Source: an optimization exercise on an open RTL-to-GDS flow (aim: small area, a short achievable clock period and few clock cycles). Production flows keep margins and buffers that such runs may drop. Only simulation tests tie the RTL to the original design; equivalence was not proved. Power is estimated from default activity; no workload was simulated.

$ cat config.mk
export PLATFORM = sky130hd
export DESIGN_NAME = search_top
export DESIGN_NICKNAME = search_top
export VERILOG_FILES = /design/flow/design.v
export SDC_FILE = /design/flow/constraint.sdc
export NUM_CORES = 4
export LEC_CHECK = 0
export CAP_MARGIN = 20
export CORE_MARGIN = 2
export CORE_UTILIZATION = 60
export CTS_CLUSTER_DIAMETER = 150
export CTS_CLUSTER_SIZE = 28
export SLEW_MARGIN = 20
$ cat constraint.sdc
create_clock -name core_clock -period 14.0 [get_ports {clk_100mhz}]
set_input_delay 2.8000 -clock core_clock [delete_from_list [all_inputs] [get_ports {clk_100mhz}]]
set_output_delay 2.8000 -clock core_clock [all_outputs]
set_load 0.01 [all_outputs]
$ cat design.v
package search_pkg;
  typedef logic [15:0] coord_t;
  typedef logic [15:0] vertex_id_t;
  typedef logic [39:0] dist_t;
  typedef logic [7:0] k_t;
  typedef logic [1:0] op_t;
  localparam op_t op_query = 2'd0;
  localparam op_t op_vertex = 2'd1;
  localparam op_t op_end = 2'd2;
endpackage
module sq_tree (
  input  logic [15:0] y,
  input  logic        neg,
  output logic [31:0] s,
  output logic [31:0] c
);
  logic pp_0_1;
  logic pp_0_2;
  logic pp_0_3;
  logic pp_0_4;
  logic pp_0_5;
  logic pp_0_6;
  logic pp_0_7;
  logic pp_0_8;
  logic pp_0_9;
  logic pp_0_10;
  logic pp_0_11;
  logic pp_0_12;
  logic pp_0_13;
  logic pp_0_14;
  logic pp_0_15;
  logic pp_1_2;
  logic pp_1_3;
  logic pp_1_4;
  logic pp_1_5;
  logic pp_1_6;
  logic pp_1_7;
  logic pp_1_8;
  logic pp_1_9;
  logic pp_1_10;
  logic pp_1_11;
  logic pp_1_12;
  logic pp_1_13;
  logic pp_1_14;
  logic pp_1_15;
  logic pp_2_3;
  logic pp_2_4;
  logic pp_2_5;
  logic pp_2_6;
  logic pp_2_7;
  logic pp_2_8;
  logic pp_2_9;
  logic pp_2_10;
  logic pp_2_11;
  logic pp_2_12;
  logic pp_2_13;
  logic pp_2_14;
  logic pp_2_15;
  logic pp_3_4;
  logic pp_3_5;
  logic pp_3_6;
  logic pp_3_7;
  logic pp_3_8;
  logic pp_3_9;
  logic pp_3_10;
  logic pp_3_11;
  logic pp_3_12;
  logic pp_3_13;
  logic pp_3_14;
  logic pp_3_15;
  logic pp_4_5;
  logic pp_4_6;
  logic pp_4_7;
  logic pp_4_8;
  logic pp_4_9;
  logic pp_4_10;
  logic pp_4_11;
  logic pp_4_12;
  logic pp_4_13;
  logic pp_4_14;
  logic pp_4_15;
  logic pp_5_6;
  logic pp_5_7;
  logic pp_5_8;
  logic pp_5_9;
  logic pp_5_10;
  logic pp_5_11;
  logic pp_5_12;
  logic pp_5_13;
  logic pp_5_14;
  logic pp_5_15;
  logic pp_6_7;
  logic pp_6_8;
  logic pp_6_9;
  logic pp_6_10;
  logic pp_6_11;
  logic pp_6_12;
  logic pp_6_13;
  logic pp_6_14;
  logic pp_6_15;
  logic pp_7_8;
  logic pp_7_9;
  logic pp_7_10;
  logic pp_7_11;
  logic pp_7_12;
  logic pp_7_13;
  logic pp_7_14;
  logic pp_7_15;
  logic pp_8_9;
  logic pp_8_10;
  logic pp_8_11;
  logic pp_8_12;
  logic pp_8_13;
  logic pp_8_14;
  logic pp_8_15;
  logic pp_9_10;
  logic pp_9_11;
  logic pp_9_12;
  logic pp_9_13;
  logic pp_9_14;
  logic pp_9_15;
  logic pp_10_11;
  logic pp_10_12;
  logic pp_10_13;
  logic pp_10_14;
  logic pp_10_15;
  logic pp_11_12;
  logic pp_11_13;
  logic pp_11_14;
  logic pp_11_15;
  logic pp_12_13;
  logic pp_12_14;
  logic pp_12_15;
  logic pp_13_14;
  logic pp_13_15;
  logic pp_14_15;
  logic ny_0;
  logic ny_1;
  logic ny_2;
  logic ny_3;
  logic ny_4;
  logic ny_5;
  logic ny_6;
  logic ny_7;
  logic ny_8;
  logic ny_9;
  logic ny_10;
  logic ny_11;
  logic ny_12;
  logic ny_13;
  logic ny_14;
  logic ny_15;
  logic hs0;
  logic hc0;
  logic hs1;
  logic hc1;
  logic hs2;
  logic hc2;
  logic fs3;
  logic fc3;
  logic hs4;
  logic hc4;
  logic fs5;
  logic fc5;
  logic hs6;
  logic hc6;
  logic fs7;
  logic fc7;
  logic fs8;
  logic fc8;
  logic hs9;
  logic hc9;
  logic fs10;
  logic fc10;
  logic fs11;
  logic fc11;
  logic hs12;
  logic hc12;
  logic fs13;
  logic fc13;
  logic fs14;
  logic fc14;
  logic fs15;
  logic fc15;
  logic fs16;
  logic fc16;
  logic fs17;
  logic fc17;
  logic hs18;
  logic hc18;
  logic fs19;
  logic fc19;
  logic fs20;
  logic fc20;
  logic hs21;
  logic hc21;
  logic fs22;
  logic fc22;
  logic hs23;
  logic hc23;
  logic fs24;
  logic fc24;
  logic hs25;
  logic hc25;
  logic hs26;
  logic hc26;
  logic hs27;
  logic hc27;
  logic hs28;
  logic hc28;
  logic hs29;
  logic hc29;
  logic fs30;
  logic fc30;
  logic hs31;
  logic hc31;
  logic fs32;
  logic fc32;
  logic hs33;
  logic hc33;
  logic fs34;
  logic fc34;
  logic fs35;
  logic fc35;
  logic fs36;
  logic fc36;
  logic fs37;
  logic fc37;
  logic fs38;
  logic fc38;
  logic fs39;
  logic fc39;
  logic fs40;
  logic fc40;
  logic fs41;
  logic fc41;
  logic fs42;
  logic fc42;
  logic fs43;
  logic fc43;
  logic fs44;
  logic fc44;
  logic fs45;
  logic fc45;
  logic fs46;
  logic fc46;
  logic fs47;
  logic fc47;
  logic fs48;
  logic fc48;
  logic fs49;
  logic fc49;
  logic fs50;
  logic fc50;
  logic fs51;
  logic fc51;
  logic fs52;
  logic fc52;
  logic fs53;
  logic fc53;
  logic fs54;
  logic fc54;
  logic fs55;
  logic fc55;
  logic fs56;
  logic fc56;
  logic fs57;
  logic fc57;
  logic fs58;
  logic fc58;
  logic fs59;
  logic fc59;
  logic fs60;
  logic fc60;
  logic hs61;
  logic hc61;
  logic fs62;
  logic fc62;
  logic hs63;
  logic hc63;
  logic hs64;
  logic hc64;
  logic hs65;
  logic hc65;
  logic hs66;
  logic hc66;
  logic hs67;
  logic hc67;
  logic fs68;
  logic fc68;
  logic fs69;
  logic fc69;
  logic fs70;
  logic fc70;
  logic fs71;
  logic fc71;
  logic fs72;
  logic fc72;
  logic fs73;
  logic fc73;
  logic fs74;
  logic fc74;
  logic fs75;
  logic fc75;
  logic fs76;
  logic fc76;
  logic fs77;
  logic fc77;
  logic fs78;
  logic fc78;
  logic fs79;
  logic fc79;
  logic fs80;
  logic fc80;
  logic fs81;
  logic fc81;
  logic fs82;
  logic fc82;
  logic fs83;
  logic fc83;
  logic fs84;
  logic fc84;
  logic fs85;
  logic fc85;
  logic fs86;
  logic fc86;
  logic fs87;
  logic fc87;
  logic fs88;
  logic fc88;
  logic hs89;
  logic hc89;
  logic hs90;
  logic hc90;
  logic hs91;
  logic hc91;
  logic hs92;
  logic hc92;
  logic fs93;
  logic fc93;
  logic fs94;
  logic fc94;
  logic fs95;
  logic fc95;
  logic fs96;
  logic fc96;
  logic fs97;
  logic fc97;
  logic fs98;
  logic fc98;
  logic fs99;
  logic fc99;
  logic fs100;
  logic fc100;
  logic fs101;
  logic fc101;
  logic fs102;
  logic fc102;
  logic fs103;
  logic fc103;
  logic fs104;
  logic fc104;
  logic fs105;
  logic fc105;
  logic fs106;
  logic fc106;
  logic fs107;
  logic fc107;
  logic fs108;
  logic fc108;
  logic fs109;
  logic fc109;
  logic fs110;
  logic fc110;
  logic fs111;
  logic fc111;
  logic fs112;
  logic fc112;
  logic fs113;
  logic fc113;
  logic fs114;
  logic fc114;
  logic fs115;
  logic fc115;
  logic fs116;
  logic fc116;
  logic fs117;
  logic fc117;
  logic hs118;
  logic hc118;
  logic hs119;
  logic hc119;
  assign pp_0_1 = y[0] & y[1];
  assign pp_0_2 = y[0] & y[2];
  assign pp_0_3 = y[0] & y[3];
  assign pp_0_4 = y[0] & y[4];
  assign pp_0_5 = y[0] & y[5];
  assign pp_0_6 = y[0] & y[6];
  assign pp_0_7 = y[0] & y[7];
  assign pp_0_8 = y[0] & y[8];
  assign pp_0_9 = y[0] & y[9];
  assign pp_0_10 = y[0] & y[10];
  assign pp_0_11 = y[0] & y[11];
  assign pp_0_12 = y[0] & y[12];
  assign pp_0_13 = y[0] & y[13];
  assign pp_0_14 = y[0] & y[14];
  assign pp_0_15 = y[0] & y[15];
  assign pp_1_2 = y[1] & y[2];
  assign pp_1_3 = y[1] & y[3];
  assign pp_1_4 = y[1] & y[4];
  assign pp_1_5 = y[1] & y[5];
  assign pp_1_6 = y[1] & y[6];
  assign pp_1_7 = y[1] & y[7];
  assign pp_1_8 = y[1] & y[8];
  assign pp_1_9 = y[1] & y[9];
  assign pp_1_10 = y[1] & y[10];
  assign pp_1_11 = y[1] & y[11];
  assign pp_1_12 = y[1] & y[12];
  assign pp_1_13 = y[1] & y[13];
  assign pp_1_14 = y[1] & y[14];
  assign pp_1_15 = y[1] & y[15];
  assign pp_2_3 = y[2] & y[3];
  assign pp_2_4 = y[2] & y[4];
  assign pp_2_5 = y[2] & y[5];
  assign pp_2_6 = y[2] & y[6];
  assign pp_2_7 = y[2] & y[7];
  assign pp_2_8 = y[2] & y[8];
  assign pp_2_9 = y[2] & y[9];
  assign pp_2_10 = y[2] & y[10];
  assign pp_2_11 = y[2] & y[11];
  assign pp_2_12 = y[2] & y[12];
  assign pp_2_13 = y[2] & y[13];
  assign pp_2_14 = y[2] & y[14];
  assign pp_2_15 = y[2] & y[15];
  assign pp_3_4 = y[3] & y[4];
  assign pp_3_5 = y[3] & y[5];
  assign pp_3_6 = y[3] & y[6];
  assign pp_3_7 = y[3] & y[7];
  assign pp_3_8 = y[3] & y[8];
  assign pp_3_9 = y[3] & y[9];
  assign pp_3_10 = y[3] & y[10];
  assign pp_3_11 = y[3] & y[11];
  assign pp_3_12 = y[3] & y[12];
  assign pp_3_13 = y[3] & y[13];
  assign pp_3_14 = y[3] & y[14];
  assign pp_3_15 = y[3] & y[15];
  assign pp_4_5 = y[4] & y[5];
  assign pp_4_6 = y[4] & y[6];
  assign pp_4_7 = y[4] & y[7];
  assign pp_4_8 = y[4] & y[8];
  assign pp_4_9 = y[4] & y[9];
  assign pp_4_10 = y[4] & y[10];
  assign pp_4_11 = y[4] & y[11];
  assign pp_4_12 = y[4] & y[12];
  assign pp_4_13 = y[4] & y[13];
  assign pp_4_14 = y[4] & y[14];
  assign pp_4_15 = y[4] & y[15];
  assign pp_5_6 = y[5] & y[6];
  assign pp_5_7 = y[5] & y[7];
  assign pp_5_8 = y[5] & y[8];
  assign pp_5_9 = y[5] & y[9];
  assign pp_5_10 = y[5] & y[10];
  assign pp_5_11 = y[5] & y[11];
  assign pp_5_12 = y[5] & y[12];
  assign pp_5_13 = y[5] & y[13];
  assign pp_5_14 = y[5] & y[14];
  assign pp_5_15 = y[5] & y[15];
  assign pp_6_7 = y[6] & y[7];
  assign pp_6_8 = y[6] & y[8];
  assign pp_6_9 = y[6] & y[9];
  assign pp_6_10 = y[6] & y[10];
  assign pp_6_11 = y[6] & y[11];
  assign pp_6_12 = y[6] & y[12];
  assign pp_6_13 = y[6] & y[13];
  assign pp_6_14 = y[6] & y[14];
  assign pp_6_15 = y[6] & y[15];
  assign pp_7_8 = y[7] & y[8];
  assign pp_7_9 = y[7] & y[9];
  assign pp_7_10 = y[7] & y[10];
  assign pp_7_11 = y[7] & y[11];
  assign pp_7_12 = y[7] & y[12];
  assign pp_7_13 = y[7] & y[13];
  assign pp_7_14 = y[7] & y[14];
  assign pp_7_15 = y[7] & y[15];
  assign pp_8_9 = y[8] & y[9];
  assign pp_8_10 = y[8] & y[10];
  assign pp_8_11 = y[8] & y[11];
  assign pp_8_12 = y[8] & y[12];
  assign pp_8_13 = y[8] & y[13];
  assign pp_8_14 = y[8] & y[14];
  assign pp_8_15 = y[8] & y[15];
  assign pp_9_10 = y[9] & y[10];
  assign pp_9_11 = y[9] & y[11];
  assign pp_9_12 = y[9] & y[12];
  assign pp_9_13 = y[9] & y[13];
  assign pp_9_14 = y[9] & y[14];
  assign pp_9_15 = y[9] & y[15];
  assign pp_10_11 = y[10] & y[11];
  assign pp_10_12 = y[10] & y[12];
  assign pp_10_13 = y[10] & y[13];
  assign pp_10_14 = y[10] & y[14];
  assign pp_10_15 = y[10] & y[15];
  assign pp_11_12 = y[11] & y[12];
  assign pp_11_13 = y[11] & y[13];
  assign pp_11_14 = y[11] & y[14];
  assign pp_11_15 = y[11] & y[15];
  assign pp_12_13 = y[12] & y[13];
  assign pp_12_14 = y[12] & y[14];
  assign pp_12_15 = y[12] & y[15];
  assign pp_13_14 = y[13] & y[14];
  assign pp_13_15 = y[13] & y[15];
  assign pp_14_15 = y[14] & y[15];
  assign ny_0 = y[0] & neg;
  assign ny_1 = y[1] & neg;
  assign ny_2 = y[2] & neg;
  assign ny_3 = y[3] & neg;
  assign ny_4 = y[4] & neg;
  assign ny_5 = y[5] & neg;
  assign ny_6 = y[6] & neg;
  assign ny_7 = y[7] & neg;
  assign ny_8 = y[8] & neg;
  assign ny_9 = y[9] & neg;
  assign ny_10 = y[10] & neg;
  assign ny_11 = y[11] & neg;
  assign ny_12 = y[12] & neg;
  assign ny_13 = y[13] & neg;
  assign ny_14 = y[14] & neg;
  assign ny_15 = y[15] & neg;
  assign hs0 = pp_0_15 ^ pp_1_14;
  assign hc0 = pp_0_15 & pp_1_14;
  assign hs1 = pp_0_9 ^ pp_1_8;
  assign hc1 = pp_0_9 & pp_1_8;
  assign hs2 = pp_0_10 ^ pp_1_9;
  assign hc2 = pp_0_10 & pp_1_9;
  assign fs3 = pp_0_11 ^ pp_1_10 ^ pp_2_9;
  assign fc3 = (pp_0_11 & pp_1_10) | (pp_0_11 & pp_2_9) | (pp_1_10 & pp_2_9);
  assign hs4 = pp_3_8 ^ pp_4_7;
  assign hc4 = pp_3_8 & pp_4_7;
  assign fs5 = pp_0_12 ^ pp_1_11 ^ pp_2_10;
  assign fc5 = (pp_0_12 & pp_1_11) | (pp_0_12 & pp_2_10) | (pp_1_11 & pp_2_10);
  assign hs6 = pp_3_9 ^ pp_4_8;
  assign hc6 = pp_3_9 & pp_4_8;
  assign fs7 = pp_0_13 ^ pp_1_12 ^ pp_2_11;
  assign fc7 = (pp_0_13 & pp_1_12) | (pp_0_13 & pp_2_11) | (pp_1_12 & pp_2_11);
  assign fs8 = pp_3_10 ^ pp_4_9 ^ pp_5_8;
  assign fc8 = (pp_3_10 & pp_4_9) | (pp_3_10 & pp_5_8) | (pp_4_9 & pp_5_8);
  assign hs9 = pp_6_7 ^ y[7];
  assign hc9 = pp_6_7 & y[7];
  assign fs10 = pp_0_14 ^ pp_1_13 ^ pp_2_12;
  assign fc10 = (pp_0_14 & pp_1_13) | (pp_0_14 & pp_2_12) | (pp_1_13 & pp_2_12);
  assign fs11 = pp_3_11 ^ pp_4_10 ^ pp_5_9;
  assign fc11 = (pp_3_11 & pp_4_10) | (pp_3_11 & pp_5_9) | (pp_4_10 & pp_5_9);
  assign hs12 = pp_6_8 ^ ny_14;
  assign hc12 = pp_6_8 & ny_14;
  assign fs13 = hs0 ^ pp_2_13 ^ pp_3_12;
  assign fc13 = (hs0 & pp_2_13) | (hs0 & pp_3_12) | (pp_2_13 & pp_3_12);
  assign fs14 = pp_4_11 ^ pp_5_10 ^ pp_6_9;
  assign fc14 = (pp_4_11 & pp_5_10) | (pp_4_11 & pp_6_9) | (pp_5_10 & pp_6_9);
  assign fs15 = pp_7_8 ^ y[8] ^ ny_15;
  assign fc15 = (pp_7_8 & y[8]) | (pp_7_8 & ny_15) | (y[8] & ny_15);
  assign fs16 = pp_1_15 ^ pp_2_14 ^ pp_3_13;
  assign fc16 = (pp_1_15 & pp_2_14) | (pp_1_15 & pp_3_13) | (pp_2_14 & pp_3_13);
  assign fs17 = pp_4_12 ^ pp_5_11 ^ pp_6_10;
  assign fc17 = (pp_4_12 & pp_5_11) | (pp_4_12 & pp_6_10) | (pp_5_11 & pp_6_10);
  assign hs18 = pp_7_9 ^ hc0;
  assign hc18 = pp_7_9 & hc0;
  assign fs19 = pp_2_15 ^ pp_3_14 ^ pp_4_13;
  assign fc19 = (pp_2_15 & pp_3_14) | (pp_2_15 & pp_4_13) | (pp_3_14 & pp_4_13);
  assign fs20 = pp_5_12 ^ pp_6_11 ^ pp_7_10;
  assign fc20 = (pp_5_12 & pp_6_11) | (pp_5_12 & pp_7_10) | (pp_6_11 & pp_7_10);
  assign hs21 = pp_8_9 ^ y[9];
  assign hc21 = pp_8_9 & y[9];
  assign fs22 = pp_3_15 ^ pp_4_14 ^ pp_5_13;
  assign fc22 = (pp_3_15 & pp_4_14) | (pp_3_15 & pp_5_13) | (pp_4_14 & pp_5_13);
  assign hs23 = pp_6_12 ^ pp_7_11;
  assign hc23 = pp_6_12 & pp_7_11;
  assign fs24 = pp_4_15 ^ pp_5_14 ^ pp_6_13;
  assign fc24 = (pp_4_15 & pp_5_14) | (pp_4_15 & pp_6_13) | (pp_5_14 & pp_6_13);
  assign hs25 = pp_7_12 ^ pp_8_11;
  assign hc25 = pp_7_12 & pp_8_11;
  assign hs26 = pp_5_15 ^ pp_6_14;
  assign hc26 = pp_5_15 & pp_6_14;
  assign hs27 = pp_6_15 ^ pp_7_14;
  assign hc27 = pp_6_15 & pp_7_14;
  assign hs28 = pp_0_5 ^ pp_1_4;
  assign hc28 = pp_0_5 & pp_1_4;
  assign hs29 = pp_0_6 ^ pp_1_5;
  assign hc29 = pp_0_6 & pp_1_5;
  assign fs30 = pp_0_7 ^ pp_1_6 ^ pp_2_5;
  assign fc30 = (pp_0_7 & pp_1_6) | (pp_0_7 & pp_2_5) | (pp_1_6 & pp_2_5);
  assign hs31 = pp_3_4 ^ y[4];
  assign hc31 = pp_3_4 & y[4];
  assign fs32 = pp_0_8 ^ pp_1_7 ^ pp_2_6;
  assign fc32 = (pp_0_8 & pp_1_7) | (pp_0_8 & pp_2_6) | (pp_1_7 & pp_2_6);
  assign hs33 = pp_3_5 ^ ny_8;
  assign hc33 = pp_3_5 & ny_8;
  assign fs34 = hs1 ^ pp_2_7 ^ pp_3_6;
  assign fc34 = (hs1 & pp_2_7) | (hs1 & pp_3_6) | (pp_2_7 & pp_3_6);
  assign fs35 = pp_4_5 ^ y[5] ^ ny_9;
  assign fc35 = (pp_4_5 & y[5]) | (pp_4_5 & ny_9) | (y[5] & ny_9);
  assign fs36 = hs2 ^ pp_2_8 ^ pp_3_7;
  assign fc36 = (hs2 & pp_2_8) | (hs2 & pp_3_7) | (pp_2_8 & pp_3_7);
  assign fs37 = pp_4_6 ^ ny_10 ^ hc1;
  assign fc37 = (pp_4_6 & ny_10) | (pp_4_6 & hc1) | (ny_10 & hc1);
  assign fs38 = fs3 ^ hs4 ^ pp_5_6;
  assign fc38 = (fs3 & hs4) | (fs3 & pp_5_6) | (hs4 & pp_5_6);
  assign fs39 = y[6] ^ ny_11 ^ hc2;
  assign fc39 = (y[6] & ny_11) | (y[6] & hc2) | (ny_11 & hc2);
  assign fs40 = fs5 ^ hs6 ^ pp_5_7;
  assign fc40 = (fs5 & hs6) | (fs5 & pp_5_7) | (hs6 & pp_5_7);
  assign fs41 = ny_12 ^ fc3 ^ hc4;
  assign fc41 = (ny_12 & fc3) | (ny_12 & hc4) | (fc3 & hc4);
  assign fs42 = fs7 ^ fs8 ^ hs9;
  assign fc42 = (fs7 & fs8) | (fs7 & hs9) | (fs8 & hs9);
  assign fs43 = ny_13 ^ fc5 ^ hc6;
  assign fc43 = (ny_13 & fc5) | (ny_13 & hc6) | (fc5 & hc6);
  assign fs44 = fs10 ^ fs11 ^ hs12;
  assign fc44 = (fs10 & fs11) | (fs10 & hs12) | (fs11 & hs12);
  assign fs45 = fc7 ^ fc8 ^ hc9;
  assign fc45 = (fc7 & fc8) | (fc7 & hc9) | (fc8 & hc9);
  assign fs46 = fs13 ^ fs14 ^ fs15;
  assign fc46 = (fs13 & fs14) | (fs13 & fs15) | (fs14 & fs15);
  assign fs47 = fc10 ^ fc11 ^ hc12;
  assign fc47 = (fc10 & fc11) | (fc10 & hc12) | (fc11 & hc12);
  assign fs48 = fs16 ^ fs17 ^ hs18;
  assign fc48 = (fs16 & fs17) | (fs16 & hs18) | (fs17 & hs18);
  assign fs49 = fc13 ^ fc14 ^ fc15;
  assign fc49 = (fc13 & fc14) | (fc13 & fc15) | (fc14 & fc15);
  assign fs50 = fs19 ^ fs20 ^ hs21;
  assign fc50 = (fs19 & fs20) | (fs19 & hs21) | (fs20 & hs21);
  assign fs51 = fc16 ^ fc17 ^ hc18;
  assign fc51 = (fc16 & fc17) | (fc16 & hc18) | (fc17 & hc18);
  assign fs52 = fs22 ^ hs23 ^ pp_8_10;
  assign fc52 = (fs22 & hs23) | (fs22 & pp_8_10) | (hs23 & pp_8_10);
  assign fs53 = fc19 ^ fc20 ^ hc21;
  assign fc53 = (fc19 & fc20) | (fc19 & hc21) | (fc20 & hc21);
  assign fs54 = fs24 ^ hs25 ^ pp_9_10;
  assign fc54 = (fs24 & hs25) | (fs24 & pp_9_10) | (hs25 & pp_9_10);
  assign fs55 = y[10] ^ fc22 ^ hc23;
  assign fc55 = (y[10] & fc22) | (y[10] & hc23) | (fc22 & hc23);
  assign fs56 = hs26 ^ pp_7_13 ^ pp_8_12;
  assign fc56 = (hs26 & pp_7_13) | (hs26 & pp_8_12) | (pp_7_13 & pp_8_12);
  assign fs57 = pp_9_11 ^ fc24 ^ hc25;
  assign fc57 = (pp_9_11 & fc24) | (pp_9_11 & hc25) | (fc24 & hc25);
  assign fs58 = hs27 ^ pp_8_13 ^ pp_9_12;
  assign fc58 = (hs27 & pp_8_13) | (hs27 & pp_9_12) | (pp_8_13 & pp_9_12);
  assign fs59 = pp_10_11 ^ y[11] ^ hc26;
  assign fc59 = (pp_10_11 & y[11]) | (pp_10_11 & hc26) | (y[11] & hc26);
  assign fs60 = pp_7_15 ^ pp_8_14 ^ pp_9_13;
  assign fc60 = (pp_7_15 & pp_8_14) | (pp_7_15 & pp_9_13) | (pp_8_14 & pp_9_13);
  assign hs61 = pp_10_12 ^ hc27;
  assign hc61 = pp_10_12 & hc27;
  assign fs62 = pp_8_15 ^ pp_9_14 ^ pp_10_13;
  assign fc62 = (pp_8_15 & pp_9_14) | (pp_8_15 & pp_10_13) | (pp_9_14 & pp_10_13);
  assign hs63 = pp_11_12 ^ y[12];
  assign hc63 = pp_11_12 & y[12];
  assign hs64 = pp_9_15 ^ pp_10_14;
  assign hc64 = pp_9_15 & pp_10_14;
  assign hs65 = pp_10_15 ^ pp_11_14;
  assign hc65 = pp_10_15 & pp_11_14;
  assign hs66 = pp_0_3 ^ pp_1_2;
  assign hc66 = pp_0_3 & pp_1_2;
  assign hs67 = pp_0_4 ^ pp_1_3;
  assign hc67 = pp_0_4 & pp_1_3;
  assign fs68 = hs28 ^ pp_2_3 ^ y[3];
  assign fc68 = (hs28 & pp_2_3) | (hs28 & y[3]) | (pp_2_3 & y[3]);
  assign fs69 = hs29 ^ pp_2_4 ^ ny_6;
  assign fc69 = (hs29 & pp_2_4) | (hs29 & ny_6) | (pp_2_4 & ny_6);
  assign fs70 = fs30 ^ hs31 ^ ny_7;
  assign fc70 = (fs30 & hs31) | (fs30 & ny_7) | (hs31 & ny_7);
  assign fs71 = fs32 ^ hs33 ^ fc30;
  assign fc71 = (fs32 & hs33) | (fs32 & fc30) | (hs33 & fc30);
  assign fs72 = fs34 ^ fs35 ^ fc32;
  assign fc72 = (fs34 & fs35) | (fs34 & fc32) | (fs35 & fc32);
  assign fs73 = fs36 ^ fs37 ^ fc34;
  assign fc73 = (fs36 & fs37) | (fs36 & fc34) | (fs37 & fc34);
  assign fs74 = fs38 ^ fs39 ^ fc36;
  assign fc74 = (fs38 & fs39) | (fs38 & fc36) | (fs39 & fc36);
  assign fs75 = fs40 ^ fs41 ^ fc38;
  assign fc75 = (fs40 & fs41) | (fs40 & fc38) | (fs41 & fc38);
  assign fs76 = fs42 ^ fs43 ^ fc40;
  assign fc76 = (fs42 & fs43) | (fs42 & fc40) | (fs43 & fc40);
  assign fs77 = fs44 ^ fs45 ^ fc42;
  assign fc77 = (fs44 & fs45) | (fs44 & fc42) | (fs45 & fc42);
  assign fs78 = fs46 ^ fs47 ^ fc44;
  assign fc78 = (fs46 & fs47) | (fs46 & fc44) | (fs47 & fc44);
  assign fs79 = fs48 ^ fs49 ^ fc46;
  assign fc79 = (fs48 & fs49) | (fs48 & fc46) | (fs49 & fc46);
  assign fs80 = fs50 ^ fs51 ^ fc48;
  assign fc80 = (fs50 & fs51) | (fs50 & fc48) | (fs51 & fc48);
  assign fs81 = fs52 ^ fs53 ^ fc50;
  assign fc81 = (fs52 & fs53) | (fs52 & fc50) | (fs53 & fc50);
  assign fs82 = fs54 ^ fs55 ^ fc52;
  assign fc82 = (fs54 & fs55) | (fs54 & fc52) | (fs55 & fc52);
  assign fs83 = fs56 ^ fs57 ^ fc54;
  assign fc83 = (fs56 & fs57) | (fs56 & fc54) | (fs57 & fc54);
  assign fs84 = fs58 ^ fs59 ^ fc56;
  assign fc84 = (fs58 & fs59) | (fs58 & fc56) | (fs59 & fc56);
  assign fs85 = fs60 ^ hs61 ^ fc58;
  assign fc85 = (fs60 & hs61) | (fs60 & fc58) | (hs61 & fc58);
  assign fs86 = fs62 ^ hs63 ^ fc60;
  assign fc86 = (fs62 & hs63) | (fs62 & fc60) | (hs63 & fc60);
  assign fs87 = hs64 ^ pp_11_13 ^ fc62;
  assign fc87 = (hs64 & pp_11_13) | (hs64 & fc62) | (pp_11_13 & fc62);
  assign fs88 = hs65 ^ pp_12_13 ^ y[13];
  assign fc88 = (hs65 & pp_12_13) | (hs65 & y[13]) | (pp_12_13 & y[13]);
  assign hs89 = pp_11_15 ^ pp_12_14;
  assign hc89 = pp_11_15 & pp_12_14;
  assign hs90 = pp_12_15 ^ pp_13_14;
  assign hc90 = pp_12_15 & pp_13_14;
  assign hs91 = pp_0_1 ^ y[1];
  assign hc91 = pp_0_1 & y[1];
  assign hs92 = pp_0_2 ^ ny_2;
  assign hc92 = pp_0_2 & ny_2;
  assign fs93 = hs66 ^ y[2] ^ ny_3;
  assign fc93 = (hs66 & y[2]) | (hs66 & ny_3) | (y[2] & ny_3);
  assign fs94 = hs67 ^ ny_4 ^ hc66;
  assign fc94 = (hs67 & ny_4) | (hs67 & hc66) | (ny_4 & hc66);
  assign fs95 = fs68 ^ ny_5 ^ hc67;
  assign fc95 = (fs68 & ny_5) | (fs68 & hc67) | (ny_5 & hc67);
  assign fs96 = fs69 ^ hc28 ^ fc68;
  assign fc96 = (fs69 & hc28) | (fs69 & fc68) | (hc28 & fc68);
  assign fs97 = fs70 ^ hc29 ^ fc69;
  assign fc97 = (fs70 & hc29) | (fs70 & fc69) | (hc29 & fc69);
  assign fs98 = fs71 ^ hc31 ^ fc70;
  assign fc98 = (fs71 & hc31) | (fs71 & fc70) | (hc31 & fc70);
  assign fs99 = fs72 ^ hc33 ^ fc71;
  assign fc99 = (fs72 & hc33) | (fs72 & fc71) | (hc33 & fc71);
  assign fs100 = fs73 ^ fc35 ^ fc72;
  assign fc100 = (fs73 & fc35) | (fs73 & fc72) | (fc35 & fc72);
  assign fs101 = fs74 ^ fc37 ^ fc73;
  assign fc101 = (fs74 & fc37) | (fs74 & fc73) | (fc37 & fc73);
  assign fs102 = fs75 ^ fc39 ^ fc74;
  assign fc102 = (fs75 & fc39) | (fs75 & fc74) | (fc39 & fc74);
  assign fs103 = fs76 ^ fc41 ^ fc75;
  assign fc103 = (fs76 & fc41) | (fs76 & fc75) | (fc41 & fc75);
  assign fs104 = fs77 ^ fc43 ^ fc76;
  assign fc104 = (fs77 & fc43) | (fs77 & fc76) | (fc43 & fc76);
  assign fs105 = fs78 ^ fc45 ^ fc77;
  assign fc105 = (fs78 & fc45) | (fs78 & fc77) | (fc45 & fc77);
  assign fs106 = fs79 ^ fc47 ^ fc78;
  assign fc106 = (fs79 & fc47) | (fs79 & fc78) | (fc47 & fc78);
  assign fs107 = fs80 ^ fc49 ^ fc79;
  assign fc107 = (fs80 & fc49) | (fs80 & fc79) | (fc49 & fc79);
  assign fs108 = fs81 ^ fc51 ^ fc80;
  assign fc108 = (fs81 & fc51) | (fs81 & fc80) | (fc51 & fc80);
  assign fs109 = fs82 ^ fc53 ^ fc81;
  assign fc109 = (fs82 & fc53) | (fs82 & fc81) | (fc53 & fc81);
  assign fs110 = fs83 ^ fc55 ^ fc82;
  assign fc110 = (fs83 & fc55) | (fs83 & fc82) | (fc55 & fc82);
  assign fs111 = fs84 ^ fc57 ^ fc83;
  assign fc111 = (fs84 & fc57) | (fs84 & fc83) | (fc57 & fc83);
  assign fs112 = fs85 ^ fc59 ^ fc84;
  assign fc112 = (fs85 & fc59) | (fs85 & fc84) | (fc59 & fc84);
  assign fs113 = fs86 ^ hc61 ^ fc85;
  assign fc113 = (fs86 & hc61) | (fs86 & fc85) | (hc61 & fc85);
  assign fs114 = fs87 ^ hc63 ^ fc86;
  assign fc114 = (fs87 & hc63) | (fs87 & fc86) | (hc63 & fc86);
  assign fs115 = fs88 ^ hc64 ^ fc87;
  assign fc115 = (fs88 & hc64) | (fs88 & fc87) | (hc64 & fc87);
  assign fs116 = hs89 ^ hc65 ^ fc88;
  assign fc116 = (hs89 & hc65) | (hs89 & fc88) | (hc65 & fc88);
  assign fs117 = hs90 ^ y[14] ^ hc89;
  assign fc117 = (hs90 & y[14]) | (hs90 & hc89) | (y[14] & hc89);
  assign hs118 = pp_13_15 ^ hc90;
  assign hc118 = pp_13_15 & hc90;
  assign hs119 = pp_14_15 ^ y[15];
  assign hc119 = pp_14_15 & y[15];
  assign s = {hc119, hs119, hs118, fs117, fs116, fs115, fs114, fs113, fs112, fs111, fs110, fs109, fs108, fs107, fs106, fs105, fs104, fs103, fs102, fs101, fs100, fs99, fs98, fs97, fs96, fs95, fs94, fs93, hs92, hs91, ny_0, y[0]};
  assign c = {1'b0, hc118, fc117, fc116, fc115, fc114, fc113, fc112, fc111, fc110, fc109, fc108, fc107, fc106, fc105, fc104, fc103, fc102, fc101, fc100, fc99, fc98, fc97, fc96, fc95, fc94, fc93, hc92, hc91, ny_1, 1'b0, neg};
endmodule
`timescale 1ns/1ps
module search_top
#(
  parameter int DIM = 4,
  parameter int PQ_LENGTH = 5,
  parameter int IN_DEPTH = 4,
  parameter int OUT_CREDITS = 2
) (
  input  logic                   clk_100mhz,
  input  logic                   sys_rst,
  input  logic                   in_valid,
  input  logic [1:0]             in_op,
  input  logic [$clog2(DIM)-1:0] in_index,
  input  logic [15:0]            in_data,
  input  logic [15:0]            in_id,
  output logic                   in_credit,
  output logic                   res_valid,
  output logic [15:0]            res_id,
  output logic [39:0]            res_dist,
  output logic                   res_last,
  input  logic                   out_credit
);
  localparam int DW = 35;    
  localparam int NQ = PQ_LENGTH;
  logic in_q, in_c, in_e;
  assign in_q = in_valid && (in_op == 2'd0);
  assign in_c = in_valid && (in_op == 2'd1);
  assign in_e = in_valid && (in_op == 2'd2);
  logic       busy;       
  logic       cq;         
  logic [2:0] owed;       
  logic [3:0] nfree;      
  logic       withhold;
  logic       credit_d;
  logic       r_e, d_e, s_e, pe, drain_on;
  logic [2:0] owed_inc, owed_dec;
  logic [3:0] nfree_inc;
  logic       nfree_full;
  assign owed_inc   = owed + 3'd1;
  assign owed_dec   = owed - 3'd1;
  assign nfree_inc  = nfree + 4'd1;
  assign nfree_full = (nfree > 4'd3 + 4'(owed));
  assign busy     = r_e || d_e || s_e || pe || drain_on;
  assign withhold = busy && nfree_full && (in_c || in_e);
  assign credit_d = (in_valid && !withhold) || (!busy && (owed != 3'd0));
  always_ff @(posedge clk_100mhz) begin
    if (sys_rst) begin
      in_credit <= 1'b0;
      owed      <= 3'd0;
      nfree     <= 4'd0;
      cq        <= 1'b0;
    end else begin
      in_credit <= credit_d;
      if (in_valid && withhold) begin
        owed <= owed_inc;
      end else if (!in_valid && !busy && owed != 3'd0) begin
        owed <= owed_dec;
      end
      if (!busy) begin
        nfree <= 4'd0;
      end else if (in_c || in_e) begin
        nfree <= nfree_inc;
      end
      if (in_e) begin
        cq <= 1'b0;
      end else if (in_c && in_index == 2'(DIM - 1)) begin
        cq <= 1'b1;
      end
    end
  end
  logic [15:0] cand_id;
  always_ff @(posedge clk_100mhz) begin
    if (in_c && in_index == 2'(DIM - 1)) begin
      cand_id <= in_id;
    end
  end
  logic        r_q, r_c;
  logic [1:0]  r_idx;
  logic [15:0] r_data;
  always_ff @(posedge clk_100mhz) begin
    if (sys_rst) begin
      r_q <= 1'b0;
      r_c <= 1'b0;
      r_e <= 1'b0;
    end else begin
      r_q <= in_q;
      r_c <= in_c;
      r_e <= in_e && cq;
    end
    r_idx  <= in_index;
    r_data <= in_data;
  end
  logic [15:0] qry [DIM];
  always_ff @(posedge clk_100mhz) begin
    if (r_q) begin
      qry[r_idx] <= r_data;
    end
  end
  logic        d_c, d_first, d_last;
  logic [15:0] d_y;       
  logic        d_neg;     
  logic [16:0] sub;
  logic [15:0] qsel;
  logic [2:0]  k_clamp;
  assign qsel = qry[r_idx];
  assign sub  = {1'b0, r_data} - {1'b0, qsel};
  always_comb begin
    if (r_data[7:0] == 8'd0) begin
      k_clamp = 3'd1;
    end else if (r_data[7:0] > 8'(PQ_LENGTH)) begin
      k_clamp = 3'(PQ_LENGTH);
    end else begin
      k_clamp = r_data[2:0];
    end
  end
  always_ff @(posedge clk_100mhz) begin
    if (sys_rst) begin
      d_c <= 1'b0;
      d_e <= 1'b0;
    end else begin
      d_c <= r_c;
      d_e <= r_e;
    end
    d_first <= (r_idx == 2'd0);
    d_last  <= (r_idx == 2'(DIM - 1));
    d_y     <= (sub[15:0] ^ {16{sub[16]}}) & {16{r_c}};
    d_neg   <= sub[16] && r_c;
  end
  logic [31:0] sq_s, sq_c;
  logic [31:0] s_s, s_cy;
  logic        s_c, s_first, s_last;
  sq_tree sq0 (
    .y(d_y),
    .neg(d_neg),
    .s(sq_s),
    .c(sq_c)
  );
  always_ff @(posedge clk_100mhz) begin
    if (sys_rst) begin
      s_c <= 1'b0;
      s_e <= 1'b0;
    end else begin
      s_c <= d_c;
      s_e <= d_e;
    end
    s_first <= d_first;
    s_last  <= d_last;
    s_s     <= sq_s;
    s_cy    <= sq_c;
  end
  logic [DW-1:0] acc;
  logic          a_done;    
  logic          take;      
  logic [DW-1:0] acc_in, csa_x, csa_y;
  assign acc_in = (s_c && s_first) ? DW'(0) : acc;
  assign csa_x  = acc_in ^ DW'(s_s) ^ DW'(s_cy);
  assign csa_y  = ((acc_in & DW'(s_s)) | (acc_in & DW'(s_cy)) | (DW'(s_s) & DW'(s_cy))) << 1;
  always_ff @(posedge clk_100mhz) begin
    acc <= csa_x + csa_y;
  end
  always_ff @(posedge clk_100mhz) begin
    if (sys_rst) begin
      a_done <= 1'b0;
    end else begin
      a_done <= (s_c && s_last) || (a_done && !take);
    end
  end
  logic [DW-1:0] n_d;
  logic [15:0]   n_id;
  logic          n_valid;
  logic [1:0]    n_ph;      
  logic          n_c2, n_r1, n_r2;    
  logic [2:0]    pe_k;      
  logic          start;     
  logic [2:0]    n_p;       
  logic          ins;
  logic          step;
  logic          beat;
  logic          last_beat;
  logic [DW-1:0] q_d  [NQ];
  logic [15:0]   q_id [NQ];
  logic [2:0]    q_rk [NQ];
  logic [2:0]    q_cnt;
  logic [2:0]    sel_rk;    
  logic [NQ-1:0] sel_hit;
  logic [DW-1:0] sel_d;
  logic [15:0]   sel_id;
  logic          r_le;
  logic [2:0]    dr_j;      
  logic [2:0]    dr_j1;     
  logic [2:0]    n_plo;     
  logic          n_drop;    
  assign take = a_done && (!n_valid || ins) && !pe;
  always_comb begin
    case (n_ph)
      2'd0:    n_plo = 3'd0;
      2'd1:    n_plo = n_c2 ? 3'd3 : 3'd0;
      2'd2:    n_plo = {n_c2, n_r1} == 2'b11 ? 3'd4 : {n_c2, n_r1} == 2'b10 ? 3'd3 :
                       {n_c2, n_r1} == 2'b01 ? 3'd2 : 3'd0;
      default: n_plo = n_p;
    endcase
  end
  assign n_drop = n_valid && (n_plo >= pe_k);
  assign step = n_valid && (n_ph != 2'd3) && !drain_on;
  assign ins  = n_valid && (n_ph == 2'd3) && !drain_on;
  always_comb begin
    if (drain_on) begin
      sel_rk = dr_j1;
    end else begin
      case (n_ph)
        2'd0:    sel_rk = 3'd2;
        2'd1:    sel_rk = n_c2 ? 3'd3 : 3'd1;
        default: sel_rk = n_c2 ? 3'd4 : 3'd0;
      endcase
    end
    sel_d  = '0;
    sel_id = '0;
    for (int i = 0; i < NQ; i++) begin
      sel_hit[i] = (q_rk[i] == sel_rk);
      sel_d  = sel_d  | (q_d[i]  & {DW{sel_hit[i]}});
      sel_id = sel_id | (q_id[i] & {16{sel_hit[i]}});
    end
    r_le = (sel_rk < q_cnt) && (sel_d <= n_d);
    case ({n_c2, n_r1})
      2'b00:   n_p = n_r2 ? 3'd1 : 3'd0;
      2'b01:   n_p = 3'd2;
      2'b10:   n_p = 3'd3;
      default: n_p = n_r2 ? 3'd5 : 3'd4;
    endcase
  end
  always_ff @(posedge clk_100mhz) begin
    if (take) begin
      n_d  <= acc;
      n_id <= cand_id;
    end
  end
  always_ff @(posedge clk_100mhz) begin
    if (sys_rst) begin
      n_valid <= 1'b0;
      n_ph    <= 2'd0;
      n_c2    <= 1'b0;
      n_r1    <= 1'b0;
      n_r2    <= 1'b0;
    end else begin
      n_valid <= take || (n_valid && !ins && !(start && n_drop));
      if (take || ins || last_beat) begin
        n_ph <= 2'd0;
      end else if (step) begin
        n_ph <= n_ph + 2'd1;
      end
      if (step && n_ph == 2'd0) begin
        n_c2 <= r_le;
      end
      if (step && n_ph == 2'd1) begin
        n_r1 <= r_le;
      end
      if (step && n_ph == 2'd2) begin
        n_r2 <= r_le;
      end
    end
  end
  logic [2:0]    top_rk;    
  logic [NQ-1:0] wr;
  logic          ins_take;
  assign top_rk   = (q_cnt == 3'(NQ)) ? 3'(NQ - 1) : q_cnt;
  assign ins_take = ins && (n_p != 3'(NQ));
  always_comb begin
    for (int i = 0; i < NQ; i++) begin
      wr[i] = ins_take && (q_rk[i] == top_rk);
    end
  end
  always_ff @(posedge clk_100mhz) begin
    for (int i = 0; i < NQ; i++) begin
      if (wr[i]) begin
        q_d[i]  <= n_d;
        q_id[i] <= n_id;
      end
    end
  end
  always_ff @(posedge clk_100mhz) begin
    if (sys_rst) begin
      for (int i = 0; i < NQ; i++) begin
        q_rk[i] <= 3'(i);
      end
      q_cnt <= 3'd0;
    end else begin
      if (last_beat) begin
        q_cnt <= 3'd0;
      end else if (ins_take && q_cnt != 3'(NQ)) begin
        q_cnt <= q_cnt + 3'd1;
      end
      if (ins_take) begin
        for (int i = 0; i < NQ; i++) begin
          if (wr[i]) begin
            q_rk[i] <= n_p;
          end else if (q_rk[i] >= n_p && q_rk[i] < top_rk) begin
            q_rk[i] <= q_rk[i] + 3'd1;
          end
        end
      end
    end
  end
  logic [DW-1:0] h_d;
  logic [15:0]   h_id;
  always_ff @(posedge clk_100mhz) begin
    if (beat) begin
      h_d  <= sel_d;
      h_id <= sel_id;
    end else if (ins_take && n_p == 3'd0) begin
      h_d  <= n_d;
      h_id <= n_id;
    end
  end
  logic [2:0] dr_left;    
  logic [1:0] cred;       
  logic [2:0] dr_nxt;
  logic [1:0] cred_nxt;
  assign beat      = res_valid;
  assign last_beat = res_valid && res_last;
  assign start     = pe && !drain_on && (!n_valid || ins || n_drop);
  always_ff @(posedge clk_100mhz) begin
    if (sys_rst) begin
      pe <= 1'b0;
    end else begin
      pe <= s_e || (pe && !start);
    end
    if (r_e) begin
      pe_k <= k_clamp;
    end
  end
  always_comb begin
    cred_nxt = cred - 2'(beat) + 2'(out_credit);
    dr_nxt   = dr_left;
    if (last_beat) begin
      dr_nxt = 3'd0;
    end else if (beat) begin
      dr_nxt = dr_left - 3'd1;
    end else if (start) begin
      dr_nxt = pe_k;
    end
  end
  logic [2:0] j_nxt;
  logic [2:0] cnt_nxt;
  always_comb begin
    j_nxt = dr_j;
    if (last_beat) begin
      j_nxt = 3'd0;
    end else if (beat) begin
      j_nxt = dr_j + 3'd1;
    end
    cnt_nxt = q_cnt;
    if (last_beat) begin
      cnt_nxt = 3'd0;
    end else if (ins_take && q_cnt != 3'(NQ)) begin
      cnt_nxt = q_cnt + 3'd1;
    end
  end
  always_ff @(posedge clk_100mhz) begin
    if (sys_rst) begin
      dr_j  <= 3'd0;
      dr_j1 <= 3'd1;
    end else begin
      dr_j  <= j_nxt;
      dr_j1 <= j_nxt + 3'd1;
    end
  end
  always_ff @(posedge clk_100mhz) begin
    if (sys_rst) begin
      dr_left   <= 3'd0;
      drain_on  <= 1'b0;
      cred      <= 2'(OUT_CREDITS);
      res_valid <= 1'b0;
    end else begin
      dr_left   <= dr_nxt;
      drain_on  <= (dr_nxt != 3'd0);
      cred      <= cred_nxt;
      res_valid <= (dr_nxt != 3'd0) && (cred_nxt != 2'd0);
    end
    res_last <= (dr_nxt == 3'd1) || (j_nxt + 3'd1 >= cnt_nxt);
  end
  assign res_id   = h_id;
  assign res_dist = {5'd0, h_d};
endmodule
$ cat flow/run.sh
#!/bin/bash
# Standard layout, with repair_timing aiming for extra setup slack and plain
# buffers on the ports.
set -euo pipefail
bash standard.sh SETUP_SLACK_MARGIN=10 "BUFFER_PORTS_ARGS=-buffer_cell sky130_fd_sc_hd__buf_2" finish > standard.log 2>&1
$ cat standard.sh
#!/bin/bash
# synth_recipe.tcl (not shown) runs the flow's synth.tcl, then flattens the netlist and writes it again
# the make line also repeats each setting of config.mk as NAME=value (left out here)
make -C /OpenROAD-flow-scripts/flow DESIGN_CONFIG=/design/flow/config.mk WORK_HOME=/design/flow/orfs CLKGATE_MAP_FILE= SYNTH_SCRIPT=/design/flow/synth_recipe.tcl "${@:-finish}"
==> results.txt, run 1 <==
### Outcome
* **outcome** finished clean

### GRT
* **GRT met3 Usage** 0.0205
* **first-pass GRT wire length** 94300 microns
* **global-route track usage on met1** 0.327
* **largest net degree at the start of global routing** 83
* **vias in the first global route** 17600
* **remaining global-route overflow** 0
* **grt peak-use layer** met2
* **antenna violations before repair** 0
* **gr usage total** 0.232
* **met2 GRT Util** 0.397

### Timing
* **time the worst path needs with I/O delays and setup** 4.00 ns
* **Setup TNS** 0 ns
* **slew at the pin closest to its max-slew limit** 1.07 ns
* **count of endpoints failing hold in the final timing report** 0
* **skew final** 0.0301 ns
* **RSZ-0062 raised after global routing** yes
* **share of the cycle needed by the critical path after routing** 0.286
* **Setup Viol. Count Final** 0
* **achievable frequency** 0.250 GHz
* **Max Transition Viols Final** 0
* **worst hold slack** 0.337 ns
* **max-slew headroom at the worst pin** 0.289

### Routing
* **violation count after the first detailed-routing iteration** 1318
* **mean number of vias per cell** 5.75
* **detailed-routing iteration count for the pre-antenna-repair pass** 6
* **number of nets still failing antenna checks after routing** 0
* **wire length after detailed routing** 58900 microns
* **Routed wire per std cell** 19.3 microns
* **DRC violation count after routing** 0
* **via count** 17500

### Worst setup path
* **crit-path max cell delay** 0.45 ns
* **data arrival time of the worst path** 1.20 ns
* **maximum fanout along the worst path** 1
* **startpoint type of the worst setup path** register
* **type of the worst setup path** register to output port
* **cell with the largest stage delay on the worst path** edfxtp_1
* **worst-path cell chain** buf_6
* **CP bufs+invs** 1
* **CP delay by family, top** flip-flops
* **type of destination of the critical path** output port
* **Req. time, crit path** 11.20 ns

### Placed design
* **dpl hpwl** 38200 microns
* **placed cell count** 2986
* **input/output buffers** 93
* **RD Place Congestion** 0.882

### Power and ir drop
* **PD cells** 129 mW/mm^2
* **PnR Total Power** 4120 uW
* **Worst IR Drop VDD** 0.123 mV
* **Leak** 0.0127 uW

### Finish
* **commonest non-fill, non-tap cell in the layout** edfxtp_1
* **antenna fix cells** 0
* **signed area change from the synthesized netlist to the final layout** 7.40%
* **utilization after layout** 0.654
* **non-filler instance count after layout** 3043
* **total area of sequential cells** 0.0171 sq mm
* **fill cell total of the finished layout** 3730
* **final-stage net count** 2693
* **area occupied by multi-input gates** 0.0119 sq mm
* **proportion of layout cells with a drive suffix above 1** 0.0916
* **commonest cells after routing, fill and taps aside** edfxtp_1, dfxtp_1, inv_1

### Floorplanning
* **# rows** 81
* **initial core utilization** 0.608
* **placeable core area** 0.0491 sq mm
* **die width** 227 microns
* **Die ar.** 0.0515 sq mm
* **overall die height** 227 microns
* **boundary pin count** 99

### Synthesis
* **cell area after technology mapping** 0.0298 sq mm
* **Synth warnings** 4
* **average cell area after synthesis** 13.0 sq um
* **number of instances in the synthesized netlist** 2293
* **fraction of the yosys area taken by sequential cells** 0.571
* **post-synth cell types** 79
* **number of enable flip-flop cells after synthesis** 440
* **most common flop cell mapped by yosys** edfxtp_1
* **register bit count reported by yosys** 632
* **Async S/R FF share, synth** 0

### CTS
* **cts bufs inserted** 26
* **clock-pin transition on the worst setup and hold timing paths** 0.10 ns
* **number of sinks on the clock net** 632
* **CTS tree** done
* **Root Buffer** clkbuf_16
* **clk buf depth** 3
* **H-Tree Level Count** 1
* **insertion delay to the later sink of the worst-skew pair** 0.61 ns

### Min path
* **worst min-delay path class** register to register

### Job
* **count of max-cap constraint violations** 0

-- state kept, by name, indices dropped and copies added, names as in the netlist, 3 cells and up --
register  count
dr_j1         3
pe_k          3
q_cnt         3
qry          64
n_id         16
s_s          32
q_id         80
q_rk         15
nfree         4
owed          3
n_d          35
d_y          16
s_cy         30
acc          35
q_d         175
h_id         16
dr_j          3
r_data       16
dr_left       3
h_d          35
cand_id      16
-- layout make-up --
type,count,share of cell area
multi-input cells,1390,0.372
repair buffers,121,0.0240
clock inverters,1,0.000507
flip-flops and latches,632,0.533
inverters,188,0.0220
well taps,664,0.0259
clock buffers,47,0.0234
-- Yosys cell counts, types with 20 or more instances --
master | n | area (sq um)
a21o_1 | 36 | 270
a21oi_1 | 86 | 430
a222oi_1 | 51 | 510
a22oi_1 | 51 | 383
a31oi_1 | 60 | 375
and2_1 | 140 | 876
buf_2 | 26 | 130
clkbuf_1 | 51 | 191
dfxtp_1 | 192 | 3840
edfxtp_1 | 440 | 13200
fa_1 | 119 | 2380
ha_1 | 175 | 2190
inv_1 | 188 | 706
nand2_1 | 124 | 465
nand2b_1 | 22 | 138
nand4_1 | 20 | 125
nor2_1 | 134 | 503
nor2b_1 | 27 | 169
o21ai_0 | 44 | 220
xnor2_1 | 66 | 578
xor2_1 | 22 | 193
-- power by group --
| group | internal, uW | leakage [uW] | switching (uW) |
|---|---|---|---|
| sequential | 2130 | 0.00554 | 69.4 |
| clock | 369 | 0.000363 | 537 |
| combinational | 411 | 0.00683 | 601 |
-- repair_timing --
| action | CTS | global route |
|---|---|---|
| resized for setup | 19 | 21 |
| cloned | 0 | 1 |
| hold buffers | 0 | 0 |
| setup buffers | 5 | 3 |
| pin swaps | 3 | 4 |
| setup endpoints to repair | 25 | 27 |
-- cells by family after synthesis --
group | synth area share
AO/OA/AOI/OAI | 0.104
multiplexers | 0.0183
other | 0.000126
flip-flops | 0.571
buffers and inverters | 0.0367
XOR/XNOR | 0.0266
AND/OR/NAND/NOR | 0.0899
adder cells (fa/ha/maj) | 0.153
-- through the flow --
| stage | setup WS, ns | cell area [sq um] |
|---|---|---|
| final | 10.0 | 32100 |
| after global routing | 9.96 | 32100 |
| after CTS | 9.95 | 31900 |
| after detailed placement | 9.50 | 31000 |
| after global placement | 9.56 | 31000 |
| after floorplan | 9.93 | 29900 |
-- final timing paths --
kind / start / endpoint / slack, ns / depth (start not counted)
max: h_d[34]$_DFFE_PP_ / res_dist[34] / 10.0 / 1
max reg2reg: n_ph[1]$_SDFFE_PP0P_ / n_r2$_SDFFE_PP0P_ / 10.23 / 18
min: d_first$_DFF_P_ / s_first$_DFF_P_ / 0.34 / 0
min reg2reg: d_first$_DFF_P_ / s_first$_DFF_P_ / 0.34 / 0
-- layer usage --
layer	part of all wire	wire [microns]
met1	0.45	26700
met2	0.48	28300
met3	0.043	2560
met4	0.022	1270
met5	0	0
Testbench counts, summed over its fixed seeds: cycles 18,905.
==> inputs of run 2 (changes only) <==
--- a/config.mk
+++ b/config.mk
@@ -11,3 +11,3 @@
 export CTS_CLUSTER_DIAMETER = 150
-export CTS_CLUSTER_SIZE = 28
+export CTS_CLUSTER_SIZE = 25
 export SLEW_MARGIN = 20
==> results.txt, run 2 <==
### Min path
* **worst hold path startpoint** d_first$_DFF_P_
* **worst min-delay path class** register to register

### Synthesis
* **cell area after technology mapping** 0.0298 sq mm, unchanged
* **number of enable flip-flop cells after synthesis** 440, unchanged
* **register bit count reported by yosys** 632, unchanged
* **fraction of the yosys area taken by sequential cells** 0.571, unchanged
* **average cell area after synthesis** 13.0 sq um, unchanged
* **cell type with the largest total area after synthesis** edfxtp_1
* **post-synth cell types** 79, unchanged
* **number of instances in the synthesized netlist** 2293, unchanged
* **proportion of netlist area held by the largest area contributor** 0.443, unchanged
* **Async S/R FF share, synth** 0, unchanged
* **most frequent cell after synthesis** edfxtp_1
* **most common flop cell mapped by yosys** edfxtp_1
* **synth top area cells** edfxtp_1, dfxtp_1, fa_1
* **Synth warnings** 4, unchanged
* **most used standard cells in the synthesized netlist** edfxtp_1, dfxtp_1, inv_1, ha_1, and2_1

### Timing
* **final worst setup slack** 10.01 ns, +0.00963 ns
* **slew at the pin closest to its max-slew limit** 1.08 ns, +0.0123 ns
* **max-slew headroom at the worst pin** 0.281, -0.00823
* **count of endpoints failing hold in the final timing report** 0, unchanged
* **share of the cycle needed by the critical path after routing** 0.285, -0.000688
* **skew final** 0.0250 ns, -0.00514 ns
* **RSZ-0062 raised after global routing** yes
* **Setup Viol. Count Final** 0, unchanged
* **time the worst path needs with I/O delays and setup** 3.99 ns, -0.00963 ns
* **achievable frequency** 0.250 GHz, +0.24%
* **Max Transition Viols Final** 0, unchanged
* **Setup TNS** 0 ns, unchanged

### CTS
* **clock-pin transition on the worst setup and hold timing paths** 0.10 ns, about the same
* **insertion delay to the later sink of the worst-skew pair** 0.60 ns, about the same
* **number of sinks on the clock net** 632, unchanged
* **Root Buffer** clkbuf_16
* **clk buf depth** 3, unchanged
* **H-Tree Level Count** 1, unchanged
* **cts bufs inserted** 29, +12%
* **hold buffer count at cts** 0, unchanged
* **CTS tree** done

### Power and ir drop
* **Worst IR Drop VDD** 0.114 mV, -7.3%
* **Leak** 0.0128 uW, +0.18%
* **portion of total power attributed to combinational logic** 0.242, -0.003
* **Seq pwr share** 0.530, -0.004
* **NetSw** 1210 uW, +0.60%
* **switching share of power** 0.292, -0.000705
* **internal power of the cells** 2940 uW, +0.95%
* **PD cells** 129 mW/mm^2, +0.71%
* **clock network power share** 0.228, +0.008

### Placed design
* **input/output buffers** 93, unchanged
* **placed cell count** 2986, unchanged
* **RD Place Congestion** 0.882, unchanged
* **setup slack after placement** 9.50 ns, unchanged
* **dpl hpwl** 38200 microns, unchanged
* **Post-Place Cell Area** 0.0310 sq mm, unchanged

### Job
* **count of max-cap constraint violations** 0, unchanged

### Worst setup path
* **type of the worst setup path** register to output port
* **CP delay by family, top** flip-flops
* **worst-path cell chain** buf_6
* **crit-path max cell delay** 0.45 ns, about the same
* **critical register-to-register path endpoint** n_r2$_SDFFE_PP0P_
* **depth of the worst register-to-register path** 18, unchanged
* **end point of the critical path** res_dist[34]
* **maximum fanout along the worst path** 1, unchanged
* **beginning of the worst register-to-register path** n_ph[1]$_SDFFE_PP0P_
* **Crit path depth** 1, unchanged
* **worst setup path startpoint** h_d[34]$_DFFE_PP_
* **cell with the largest stage delay on the worst path** edfxtp_1
* **CP bufs+invs** 1, unchanged
* **reg2reg setup slack** 10.21 ns, -0.02 ns
* **Req. time, crit path** 11.20 ns, about the same
* **startpoint type of the worst setup path** register
* **type of destination of the critical path** output port
* **data arrival time of the worst path** 1.19 ns, about the same

### Routing
* **number of nets still failing antenna checks after routing** 0, unchanged
* **mean number of vias per cell** 5.76, +0.15%
* **detailed-routing iteration count for the pre-antenna-repair pass** 6, unchanged
* **wire length after detailed routing** 58700 microns, -0.32%
* **violation count after the first detailed-routing iteration** 1209, -8.3%
* **DRC violation count after routing** 0, unchanged
* **via count** 17500, +0.28%
* **Routed wire per std cell** 19.3 microns, -0.45%

### Finish
* **Reg with most FFs** q_d
* **proportion of layout cells with a drive suffix above 1** 0.0923, +0.000685
* **commonest non-fill, non-tap cell in the layout** edfxtp_1
* **area occupied by multi-input gates** 0.0119 sq mm, unchanged
* **cell area after layout** 0.0321 sq mm, +0.14%
* **commonest cells after routing, fill and taps aside** edfxtp_1, dfxtp_1, inv_1
* **max reg flops** 175, unchanged
* **final-stage net count** 2696, +0.11%
* **non-filler instance count after layout** 3047, +0.13%
* **total area of sequential cells** 0.0171 sq mm, unchanged
* **fill cell total of the finished layout** 3727, -0.080%
* **utilization after layout** 0.654, +0.000893
* **largest registers** q_d (175), q_id (80), qry (64)
* **antenna fix cells** 0, unchanged
* **signed area change from the synthesized netlist to the final layout** 7.55%

### GRT
* **largest net degree at the start of global routing** 83, unchanged
* **remaining global-route overflow** 0, unchanged
* **gr usage total** 0.233, +0.000741
* **first-pass GRT wire length** 94500 microns, +0.26%
* **vias in the first global route** 17500, -0.091%
* **antenna violations before repair** 0, unchanged

### Floorplanning
* **die width** 227 microns, unchanged
* **Die ar.** 0.0515 sq mm, unchanged
* **placeable core area** 0.0491 sq mm, unchanged
* **boundary pin count** 99, unchanged
* **initial core utilization** 0.608, unchanged
* **# rows** 81, unchanged
* **overall die height** 227 microns, unchanged

### Outcome
* **outcome** finished clean

-- run 2: cell counts after synthesis --
No cell type changed its count.
-- run 2: power by group through the flow --
| stage | logic [uW] | clock network, uW | registers (uW) |
|---|---|---|---|
| 6_report | 1010 | 946 | 2200 |
| 5_1_grt | 1130 | 1040 | 2220 |
| 4_1_cts | 1000 | 971 | 2200 |
| 3_5_place_dp | 972 | 0 | 2250 |
| 3_3_place_gp | 949 | 0 | 2250 |
| 2_1_floorplan | 699 | 0 | 2240 |
-- run 2: how the worst min path moves through the flow --
stage	slack, ns	cells after the start	endpoint
after floorplan	0.31	0	s_first$_DFF_P_
after global placement	0.31	0	s_first$_DFF_P_
after detailed placement	0.31	0	s_first$_DFF_P_
after CTS	0.34	0	s_first$_DFF_P_
after global routing	0.35	0	s_first$_DFF_P_
final	0.34	0	s_first$_DFF_P_
-- run 2: layer usage --
layer  GRT usage  vias up  share of wire
met1       0.328     8659           0.46
li1            -     8387              -
met3      0.0204       69          0.043
met4      0.0523        0          0.020
met5           0        -              0
met2       0.398      425           0.48
-- run 2: repair_timing --
item	in CTS	in global routing
buffers inserted	6	3
endpoints found under the hold margin	0	0
pin swaps	5	4
resized for setup	19	21
cloned	0	0
endpoints found under the setup margin	22	28
-- run 2: cell families (layout without fill, tap and decap cells) --
kind of cell             count (synthesis)  count (layout)  synth area share
adder cells (fa/ha/maj)                294             294             0.153
buffers and inverters                  275             361            0.0367
multiplexers                            34              34            0.0183
flip-flops                             632             632             0.571
other                                    1               5          0.000126
AO/OA/AOI/OAI                          440             440             0.104
XOR/XNOR                                89              89            0.0266
AND/OR/NAND/NOR                        528             528            0.0899
-- run 2: stage by stage --
stage,total power (uW),hold WS [ns]
floorplan,2940,0.310
global placement,3190,0.312
detailed placement,3220,0.314
CTS,4170,0.339
global route,4390,0.347
finish,4160,0.339
-- run 2: cell type report --
type,instances,share of cell area
inverters,188,0.0220
well taps,664,0.0259
repair buffers,121,0.0235
clock inverters,1,0.000624
multi-input cells,1390,0.371
flip-flops and latches,632,0.532
clock buffers,51,0.0252
==> inputs of run 3 (changes only) <==
--- a/config.mk
+++ b/config.mk
@@ -10,2 +10,3 @@
 export CORE_UTILIZATION = 60
+export CTS_BUF_LIST = sky130_fd_sc_hd__clkbuf_8 sky130_fd_sc_hd__clkbuf_16
 export CTS_CLUSTER_DIAMETER = 150
==> results.txt, run 3 <==
### Synthesis
* **most frequent cell after synthesis** edfxtp_1
* **post-synth cell types** 79, unchanged
* **cell type with the largest total area after synthesis** edfxtp_1
* **most common flop cell mapped by yosys** edfxtp_1
* **fraction of the yosys area taken by sequential cells** 0.571, unchanged
* **Async S/R FF share, synth** 0, unchanged
* **proportion of netlist area held by the largest area contributor** 0.443, unchanged
* **cell area after technology mapping** 0.0298 sq mm, unchanged
* **average cell area after synthesis** 13.0 sq um, unchanged
* **number of enable flip-flop cells after synthesis** 440, unchanged
* **number of instances in the synthesized netlist** 2293, unchanged
* **most used standard cells in the synthesized netlist** edfxtp_1, dfxtp_1, inv_1, ha_1, and2_1
* **register bit count reported by yosys** 632, unchanged
* **synth top area cells** edfxtp_1, dfxtp_1, fa_1
* **Synth warnings** 4, unchanged

### Routing
* **violation count after the first detailed-routing iteration** 1198, -0.91%
* **detailed-routing iteration count for the pre-antenna-repair pass** 7, +1
* **DRC violation count after routing** 0, unchanged
* **mean number of vias per cell** 5.77, +0.18%
* **via count** 17600, +0.18%
* **Routed wire per std cell** 19.3 microns, +0.34%
* **wire length after detailed routing** 58900 microns, +0.34%
* **number of nets still failing antenna checks after routing** 0, unchanged

### Finish
* **commonest non-fill, non-tap cell in the layout** edfxtp_1
* **largest registers** q_d (175), q_id (80), qry (64)
* **final-stage net count** 2696, unchanged
* **max reg flops** 175, unchanged
* **commonest cells after routing, fill and taps aside** edfxtp_1, inv_1, dfxtp_1
* **total area of sequential cells** 0.0171 sq mm, unchanged
* **proportion of layout cells with a drive suffix above 1** 0.0923, unchanged
* **fill cell total of the finished layout** 3727, unchanged
* **area occupied by multi-input gates** 0.0119 sq mm, unchanged
* **Reg with most FFs** q_d
* **antenna fix cells** 0, unchanged
* **signed area change from the synthesized netlist to the final layout** 7.55%, unchanged

### GRT
* **antenna violations before repair** 0, unchanged
* **largest net degree at the start of global routing** 83, unchanged
* **gr usage total** 0.233, about the same
* **vias in the first global route** 17500, +0.029%
* **first-pass GRT wire length** 94500 microns, unchanged
* **remaining global-route overflow** 0, unchanged

### Timing
* **max-slew headroom at the worst pin** 0.285, +0.00395
* **share of the cycle needed by the critical path after routing** 0.285, about the same
* **Max Transition Viols Final** 0, unchanged
* **Setup Viol. Count Final** 0, unchanged
* **Setup TNS** 0 ns, unchanged
* **count of endpoints failing hold in the final timing report** 0, unchanged
* **RSZ-0062 raised after global routing** yes
* **slew at the pin closest to its max-slew limit** 1.07 ns, -0.00593 ns
* **skew final** 0.0225 ns, -0.00248 ns
* **time the worst path needs with I/O delays and setup** 4.00 ns, +0.00230 ns
* **achievable frequency** 0.250 GHz, about the same

### CTS
* **H-Tree Level Count** 1, unchanged
* **clock-pin transition on the worst setup and hold timing paths** 0.10 ns, about the same
* **number of sinks on the clock net** 632, unchanged
* **CTS tree** done
* **clk buf depth** 3, unchanged
* **hold buffer count at cts** 0, unchanged
* **cts bufs inserted** 29, unchanged
* **insertion delay to the later sink of the worst-skew pair** 0.60 ns, about the same
* **Root Buffer** clkbuf_16

### Floorplanning
* **placeable core area** 0.0491 sq mm, unchanged
* **# rows** 81, unchanged
* **overall die height** 227 microns, unchanged
* **Die ar.** 0.0515 sq mm, unchanged
* **die width** 227 microns, unchanged
* **boundary pin count** 99, unchanged
* **initial core utilization** 0.608, unchanged

### Placed design
* **dpl hpwl** 38200 microns, unchanged
* **input/output buffers** 93, unchanged
* **RD Place Congestion** 0.882, unchanged

### Power and ir drop
* **PD cells** 129 mW/mm^2, -0.23%
* **Worst IR Drop VDD** 0.115 mV, +0.46%
* **Leak** 0.0128 uW, +0.71%
* **PnR Total Power** 4150 uW, -0.23%

### Outcome
* **outcome** finished clean

### Worst setup path
* **type of destination of the critical path** output port
* **Req. time, crit path** 11.20 ns, about the same
* **type of the worst setup path** register to output port
* **data arrival time of the worst path** 1.20 ns, about the same
* **startpoint type of the worst setup path** register
* **crit-path max cell delay** 0.44 ns, about the same
* **CP delay by family, top** flip-flops
* **CP bufs+invs** 1, unchanged
* **cell with the largest stage delay on the worst path** edfxtp_1
* **worst-path cell chain** buf_2
* **maximum fanout along the worst path** 1, unchanged

### Min path
* **worst min-delay path class** register to register

### Job
* **count of max-cap constraint violations** 0, unchanged

run 3: cell counts after synthesis:
No cell type changed its count.
run 3: metrics by stage:
step / utilization / area, sq um / cells / hold WS [ns] / setup WS (ns)
6_report: 0.654 / 32100 / 3047 / 0.338 / 10.00
5_1_grt: 0.654 / 32100 / 3047 / 0.347 / 9.96
4_1_cts: 0.652 / 32000 / 3044 / 0.339 / 9.96
3_5_place_dp: 0.632 / 31000 / 2986 / 0.314 / 9.50
3_3_place_gp: 0.632 / 31000 / 2986 / 0.312 / 9.56
2_1_floorplan: - / 29900 / 2297 / 0.310 / 9.93
run 3: worst paths after layout:
check                             from           endpoint  slack, ns  depth (start not counted)
setup / recovery     h_d[18]$_DFFE_PP_       res_dist[18]      10.00                          1
hold / removal         d_first$_DFF_P_    s_first$_DFF_P_       0.34                          0
setup reg to reg  n_ph[1]$_SDFFE_PP0P_  n_r2$_SDFFE_PP0P_      10.22                         17
hold reg to reg        d_first$_DFF_P_    s_first$_DFF_P_       0.34                          0
run 3: metal layers:
| metal | wire (microns) | up-vias | GRT usage |
|---|---|---|---|
| li1 | - | 8386 | - |
| met1 | 26800 | 8700 | 0.328 |
| met2 | 28400 | 420 | 0.397 |
| met3 | 2570 | 65 | 0.0204 |
| met4 | 1150 | 0 | 0.0529 |
| met5 | 0 | - | 0 |
run 3: cells by family after synthesis:
group,count (synthesis),share of synthesized area
AND/OR/NAND/NOR,528,0.0899
AO/OA/AOI/OAI,440,0.104
other,1,0.000126
flip-flops,632,0.571
XOR/XNOR,89,0.0266
multiplexers,34,0.0183
adder cells (fa/ha/maj),294,0.153
buffers and inverters,275,0.0367
run 3: layout make-up:
| class | count | area share |
|---|---|---|
| inverters | 188 | 0.0220 |
| repair buffers | 121 | 0.0235 |
| clock buffers | 29 | 0.0226 |
| clock inverters | 23 | 0.00320 |
| flip-flops and latches | 632 | 0.532 |
| well taps | 664 | 0.0259 |
| multi-input cells | 1390 | 0.371 |
run 3: report_power, final:
group	switching (uW)	internal [uW]
registers	69.4	2130
logic	599	410
clock network	552	382
run 3: repair_timing:
item	CTS	global route
resized for setup	19	21
setup endpoints to repair	22	29
setup buffers	6	3
gates cloned	0	0
hold endpoints to repair	0	0
pin swaps	5	4

-- what the ideal ports hide --
No port has a modelled driver above. Below, the same layouts with a new extraction and two added sets of constraints.
Step 1, drivers: a clkbuf_16 drives clk_100mhz and a buf_2 each remaining input, both assumed.
Step 2 also shifts input and output timing later by t, the mid clock arrival at the registers, as if the neighbouring blocks saw the same clock.
Slacks: ideal / step 1 / step 2; pairs: ideal / step 1.
| run | t, ns | setup slack, ns |
|---|---|---|
| run 1 | 0.647 | 9.997 / 9.940 / 9.555 |
| run 2 | 0.647 | 10.006 / 9.949 / 9.547 |
| run 3 | 0.649 | 10.004 / 9.947 / 9.550 |
After both steps setup and hold are still met in every run listed.
